Background: an optimization exercise with open tools, aiming at small area, a short achievable clock period and few clock cycles. Do not read the settings as production practice.
The RTL was checked by simulation tests, not by an equivalence proof against the original design.

==> garnet: inputs <==
## alu_seq
module alu_seq #(
  parameter int WIDTH = 64
) (
  input  logic             i_clk,
  input  logic             i_rst,
  input  logic             i_start,
  input  logic [WIDTH-1:0] i_a,
  input  logic [WIDTH-1:0] i_b,
  input  logic             i_cin,
  input  logic [3:0]       i_s,
  output logic [WIDTH-1:0] o_o,
  output logic [WIDTH-1:0] o_hi,
  output logic             o_cout,
  output logic             o_oflow,
  output logic             o_ntive,
  output logic             o_zero,
  output logic             o_busy,
  output logic             o_done
);
Settings: LEC_CHECK=0, CAP_MARGIN=20, CORE_MARGIN=2, CORE_UTILIZATION=40, PLACE_DENSITY=0.6, SETUP_SLACK_MARGIN=3.2, SLEW_MARGIN=20; clock period 7.0 ns.
run.sh (not shown) runs the stock make flow with config.mk's settings and CLKGATE_MAP_FILE= SYNTH_SCRIPT=/design/flow/synth_recipe.tcl, a recipe that flattens the netlist after the stock synthesis.
==> inputs of maple, as changes to garnet <==
--- a/flow/design.v
+++ b/flow/design.v
@@ -28,19 +28,28 @@
   logic [WIDTH:0]   r_s, r_c;             
   logic [K-1:0]     r_xl, r_yl;           
   logic             r_cy;                 
   logic [WIDTH-1:0] r_pl;                 
   logic [D-1:0]     r_on, r_tw, r_ng;     
   logic             r_cr;                 
   logic             r_cout, r_oflow;
   logic             r_mz;                 
+  logic             r_early;              
+  logic w_sha, w_shb, w_swap, w_early;
+  logic [WIDTH-1:0] w_mcand;
+  assign w_sha   = ~|i_a[WIDTH-1:K];
+  assign w_shb   = ~|i_b[WIDTH-1:K];
+  assign w_swap  = w_sha & ~w_shb;
+  assign w_early = w_sha | w_shb;
+  assign w_mcand = w_swap ? i_b : i_a;
   logic [K:0]   w_bx;
   logic [D-1:0] w_on, w_tw, w_ng;
-  assign w_bx = r_busy ? r_pl[2*K-1:K-1] : {i_b[K-1:0], 1'b0};
+  assign w_bx = r_busy ? r_pl[2*K-1:K-1]
+                      : {(w_swap ? i_a[K-1:0] : i_b[K-1:0]), 1'b0};
   always_comb
     for (int i = 0; i < D; i++) begin
       w_ng[i] = w_bx[2*i+2] & ~(w_bx[2*i+1] & w_bx[2*i]);
       w_on[i] = w_bx[2*i+1] ^ w_bx[2*i];
       w_tw[i] = (w_bx[2*i+2] & ~w_bx[2*i+1] & ~w_bx[2*i]) |
                 (~w_bx[2*i+2] & w_bx[2*i+1] & w_bx[2*i]);
     end
   logic [WIDTH:0] bp0, bp1, bp2, bp3, bp4, bp5, bp6, bp7;
@@ -1304,17 +1313,18 @@
     w_lt = 1'b0;
     case (i_s)
       4'd0, 4'd1:       w_ar = 1'b1;
       4'd2:             w_tt = 4'b1000;
       4'd3:             w_tt = 4'b1110;
       4'd4:             w_tt = 4'b0110;
       4'd5:             w_tt = 4'b0011;
       4'd6, 4'd7, 4'd8: w_sf = 1'b1;
-      4'd9, 4'd10:      w_tt = 4'b1010;   
+      4'd9:             w_tt = w_swap ? 4'b1100 : 4'b1010;   
+      4'd10:            w_tt = 4'b1010;   
       4'd11:            w_lt = 1'b1;
       default: ;
     endcase
     for (int i = 0; i < WIDTH; i++) begin
       w_lg[i]  = i_b[i] ? (i_a[i] ? w_tt[3] : w_tt[1])
                         : (i_a[i] ? w_tt[2] : w_tt[0]);
       w_res[i] = w_lg[i] | (w_ar & w_t[i]) | (w_sf & w_shf[i]);
     end
@@ -1326,17 +1336,17 @@
   always_ff @(posedge i_clk or posedge i_rst) begin
     if (i_rst) begin
       r_busy <= 1'b0;
       r_done <= 1'b0;
       r_mul  <= 1'b0;
       r_cnt  <= '0;
     end else begin
       if (r_busy) begin
-        r_cnt <= r_cnt + 1'b1;
+        r_cnt <= (r_early && r_cnt == 3'd0) ? 3'(NC) : r_cnt + 1'b1;
         if (w_fin) begin
           r_busy <= 1'b0;
           r_done <= 1'b1;
         end
       end else begin
         r_cnt  <= '0;
         r_mul  <= (i_s == 4'd9);
         r_busy <= w_go & (i_s == 4'd9);
@@ -1348,31 +1358,37 @@
     r_on <= w_on;
     r_tw <= w_tw;
     r_ng <= w_ng;
     if (r_busy) begin
       r_pl <= {m_t[K-1:0], r_pl[WIDTH-1:K]};
       r_cy <= m_cy;
       r_cr <= (r_cnt == 3'(NC - 2)) & r_pl[2*K-1];
       if (w_fin) begin
-        r_s <= {1'b0, m_t[AW-1:K]};
+        if (r_early) begin
+          r_s  <= {{(WIDTH+1-K){1'b0}}, m_t[AW-1:WIDTH]};
+          r_pl <= m_t[WIDTH-1:0];
+        end else begin
+          r_s  <= {1'b0, m_t[AW-1:K]};
+        end
       end else begin
         r_s  <= t_x[AW:K];
         r_c  <= t_y[AW:K];
         r_xl <= t_x[K-1:0];
         r_yl <= t_y[K-1:0];
       end
     end else begin
-      r_a     <= i_a;
+      r_a     <= w_mcand;
+      r_early <= w_early;
       r_s     <= '0;
       r_c     <= '0;
       r_xl    <= '0;
       r_yl    <= '0;
       r_cy    <= 1'b0;
-      r_cr    <= 1'b0;
+      r_cr    <= w_early & (w_swap ? i_a[K-1] : i_b[K-1]);
       r_pl    <= w_res;
       r_cout  <= w_ar & w_c;
       r_oflow <= w_ar & w_v;
       r_mz    <= (i_a == '0) | (i_b == '0);
     end
   end
   assign o_o     = r_pl;
   assign o_hi    = r_s[WIDTH-1:0];
- SETUP_SLACK_MARGIN: 3.2 -> 3.0
==> results.ini <==
[outcome]
status = timing/DRC/antenna clean

[die]
fp-row-count = 136
die_h_um = 376

[layout]
fillers = 12700

[grt]
grt_pass1_vias = 55600
use_met3_pct = 11.5

[place]
dp_cells = 8248

[routing]
firstDrtPassIters = 7

-- figures above: maple

==> results.ini <==
[outcome]
status = timing/DRC/antenna clean

[routing]
firstDrtPassIters = 6

[grt]
use_met3_pct = 11.4

[die]
die_h_um = 369

[place]
dp_cells = 7778

-- figures above: garnet

Testbench counts of garnet, summed over its fixed seeds: cycles 5,550.
Testbench counts of maple, summed over its fixed seeds: cycles 5,103.

* * *

==> run E: inputs <==
alu_seq again, from the RTL that the note above started with.
==> flow/config.mk <==
export PLATFORM = sky130hd
export DESIGN_NAME = alu_seq
export DESIGN_NICKNAME = alu_seq
export VERILOG_FILES = /design/flow/design.v
export SDC_FILE = /design/flow/constraint.sdc
export NUM_CORES = 4
export LEC_CHECK = 0
export CAP_MARGIN = 20
export CORE_MARGIN = 2
export CORE_UTILIZATION = 40
export PLACE_DENSITY = 0.6
export SETUP_SLACK_MARGIN = 3.0
export SLEW_MARGIN = 20
export TNS_END_PERCENT = 5
==> flow/constraint.sdc <==
create_clock -name core_clock -period 7.0 [get_ports {i_clk}]
set_input_delay 1.4000 -clock core_clock [delete_from_list [all_inputs] [get_ports {i_clk}]]
set_output_delay 1.4000 -clock core_clock [all_outputs]
set_load 0.01 [all_outputs]
==> run A: changes against run E <==
--- a/flow/design.v
+++ b/flow/design.v
@@ -30,11 +30,10 @@
   logic             r_cy;                 
   logic [WIDTH-1:0] r_pl;                 
   logic [D-1:0]     r_on, r_tw, r_ng;     
   logic             r_cr;                 
   logic             r_cout, r_oflow;
-  logic             r_mz;                 
   logic [K:0]   w_bx;
   logic [D-1:0] w_on, w_tw, w_ng;
   assign w_bx = r_busy ? r_pl[2*K-1:K-1] : {i_b[K-1:0], 1'b0};
   always_comb
     for (int i = 0; i < D; i++) begin
@@ -1269,24 +1268,23 @@
   assign t1201 = (bp7[64] & t1042) | (bp7[64] & t1041) | (t1042 & t1041);
   assign t1202 = ~r_ng[7] ^ cr[63] ^ t1043;
   assign t1203 = (~r_ng[7] & cr[63]) | (~r_ng[7] & t1043) | (cr[63] & t1043);
   assign t_x = {t1203, t1202, t1200, t1198, t1196, t1194, t1192, t1190, t1188, t1186, t1184, t1182, t1180, t1178, t1176, t1174, t1172, t1170, t1168, t1166, t1164, t1162, t1160, t1158, t1156, t1154, t1152, t1150, t1148, t1146, t1144, t1142, t1140, t1138, t1136, t1134, t1132, t1130, t1128, t1126, t1124, t1122, t1120, t1118, t1116, t1114, t1112, t1110, t1108, t1106, t1104, t1102, t1100, t1098, t1096, t1094, t1092, t1090, t1088, t1086, t1084, t1082, t1080, t1078, t1076, t1074, t1072, t1070, t1068, t1066, t1064, t1062, t1060, t1058, t1056, t1054, t1052, t1050, t1048, t1046, bp0[0]};
   assign t_y = {1'b0, t1201, t1199, t1197, t1195, t1193, t1191, t1189, t1187, t1185, t1183, t1181, t1179, t1177, t1175, t1173, t1171, t1169, t1167, t1165, t1163, t1161, t1159, t1157, t1155, t1153, t1151, t1149, t1147, t1145, t1143, t1141, t1139, t1137, t1135, t1133, t1131, t1129, t1127, t1125, t1123, t1121, t1119, t1117, t1115, t1113, t1111, t1109, t1107, t1105, t1103, t1101, t1099, t1097, t1095, t1093, t1091, t1089, t1087, t1085, t1083, t1081, t1079, t1077, t1075, t1073, t1071, t1069, t1067, t1065, t1063, t1061, t1059, t1057, t1055, t1053, t1051, t1049, t1047, t1045, t1044};
-  logic             w_sub, w_ci, w_t0;
-  logic [WIDTH-1:0] w_y, w_t;
-  logic             w_c, w_v;
-  assign w_sub = i_s[0];
-  assign w_ci  = i_s[0] | i_cin;
-  assign w_y   = i_b ^ {WIDTH{w_sub}};
-  assign {w_c, w_t, w_t0} = {1'b0, i_a, w_ci} + {1'b0, w_y, w_ci};
-  assign w_v   = (i_a[M] == w_y[M]) && (w_t[M] != i_a[M]);
-  logic [AW-1:0] m_x, m_y, m_t;
-  logic          m_t0, m_cy;
-  assign m_x = {r_s[WIDTH-1:0], r_xl};
-  assign m_y = {r_c[WIDTH-1:0], r_yl};
-  assign {m_t, m_t0} = {m_x, r_cy} + {m_y, r_cy};
-  assign m_cy = m_t[K] ^ m_x[K] ^ m_y[K];
+  logic          w_sub;
+  logic [AW-1:0] w_x, w_y;
+  logic          w_ci;
+  logic [AW-1:0] w_t;
+  assign w_sub = (i_s != 4'd0);           
+  assign w_x   = r_busy ? {r_s[WIDTH-1:0], r_xl} : AW'(i_a);
+  assign w_y   = r_busy ? {r_c[WIDTH-1:0], r_yl} : AW'(i_b ^ {WIDTH{w_sub}});
+  assign w_ci  = r_busy ? r_cy : (w_sub | i_cin);
+  assign w_t   = w_x + w_y + AW'(w_ci);
+  logic w_c, w_v, w_cy;
+  assign w_c  = w_t[WIDTH] ^ w_x[WIDTH] ^ w_y[WIDTH];
+  assign w_v  = (i_a[M] == w_y[M]) && (w_t[M] != i_a[M]);
+  assign w_cy = w_t[K] ^ w_x[K] ^ w_y[K];
   logic             w_left, w_fill;
   logic [WIDTH-1:0] w_sx, w_sy, w_shf;
   assign w_left = (i_s == 4'd6);
   assign w_fill = (i_s == 4'd8) & i_a[M];
   always_comb begin
@@ -1347,15 +1345,15 @@
   always_ff @(posedge i_clk) begin
     r_on <= w_on;
     r_tw <= w_tw;
     r_ng <= w_ng;
     if (r_busy) begin
-      r_pl <= {m_t[K-1:0], r_pl[WIDTH-1:K]};
-      r_cy <= m_cy;
+      r_pl <= {w_t[K-1:0], r_pl[WIDTH-1:K]};
+      r_cy <= w_cy;
       r_cr <= (r_cnt == 3'(NC - 2)) & r_pl[2*K-1];
       if (w_fin) begin
-        r_s <= {1'b0, m_t[AW-1:K]};
+        r_s <= {1'b0, w_t[AW-1:K]};
       end else begin
         r_s  <= t_x[AW:K];
         r_c  <= t_y[AW:K];
         r_xl <= t_x[K-1:0];
         r_yl <= t_y[K-1:0];
@@ -1369,17 +1367,16 @@
       r_cy    <= 1'b0;
       r_cr    <= 1'b0;
       r_pl    <= w_res;
       r_cout  <= w_ar & w_c;
       r_oflow <= w_ar & w_v;
-      r_mz    <= (i_a == '0) | (i_b == '0);
     end
   end
   assign o_o     = r_pl;
   assign o_hi    = r_s[WIDTH-1:0];
   assign o_cout  = r_cout;
   assign o_oflow = r_oflow;
   assign o_ntive = r_mul ? r_s[M] : r_pl[M];
-  assign o_zero  = r_mul ? r_mz : ~|r_pl;
+  assign o_zero  = ~|{r_s[WIDTH-1:0], r_pl};
   assign o_busy  = r_busy;
   assign o_done  = r_done;
 endmodule
Settings changed: SETUP_SLACK_MARGIN 3.0 to 2.5, TNS_END_PERCENT 5 to not set.
==> PnR_summary.wiki <==
{| class="wikitable"
! Metric !! Value
|-
| Number of global-route vias before repair || 49600
|-
| Run status || timing/DRC/antenna clean
|-
| Post-Syn Nets || between 7000 and 8000
|-
| Final std cell area, no fill || between 60000 and 70000 um^2
|-
| Final antenna diode count || 23
|-
| Finished Layout Cells || between 8000 and 9000
|-
| Area occupied by multi-input gates || between 40000 and 50000 um^2
|}
the above is filed under run E

==> PnR_summary.wiki <==
{| class="wikitable"
! Metric !! Value
|-
| Run status || timing/DRC/antenna clean
|-
| Die Footprint || about 130000 um^2
|-
| Area occupied by multi-input gates || roughly 40000 um^2
|-
| Post-Syn Nets || between 6000 and 7000
|-
| Final antenna diode count || 5
|-
| Final std cell area, no fill || about 60000 um^2
|-
| Worst setup path endpoint || r_s[43]$_SDFF_PN0_
|-
| Multi-input gate share of total cell area || 66.1%
|-
| Number of global-route vias before repair || approximately 47000
|-
| Finished Layout Cells || between 7000 and 8000
|-
| Clock latency reported for the late side of the worst-skew pair || around 660 ps
|}
the above is filed under run A

Testbench counts of run E, summed over its fixed seeds: cycles 5,550.
Testbench counts of run A, summed over its fixed seeds: cycles 5,550.

## afterwards: timing with drivers on the ports
The results above use ideal ports. As a check the final layouts listed here were re-extracted and re-timed, cells and wires unchanged.
Step 1 (the two cells are an assumption about what drives the block):
set clk [get_ports {i_clk}]
set_driving_cell -lib_cell sky130_fd_sc_hd__clkbuf_16 $clk
set_driving_cell -lib_cell sky130_fd_sc_hd__buf_2 [delete_from_list [all_inputs] $clk]
Step 2 moves the port delays by t, midway between the first and last clock arrival at a register: inputs arrive t later, outputs are due t later. That takes back most of the time a late clock gives input paths.
Slacks: ideal / step 1 / step 2; pairs: ideal / step 1.
run	t (ns)	setup WS [ns]	worst slew at a driven data input, ns	cell pins on the clock port's net
garnet	0.722	2.674 / 2.542 / 1.820	0.23	1
maple	0.689	2.595 / 2.379 / 1.691	0.36	1
run E	0.708	2.596 / 2.658 / 1.950	0.13	1
run A	0.710	1.915 / 1.943 / 1.234	0.08	1
After both steps every run listed still meets setup and hold. The setup slack of maple, which loses most, moves by -0.216 ns with the drivers and by -0.904 ns with both steps.
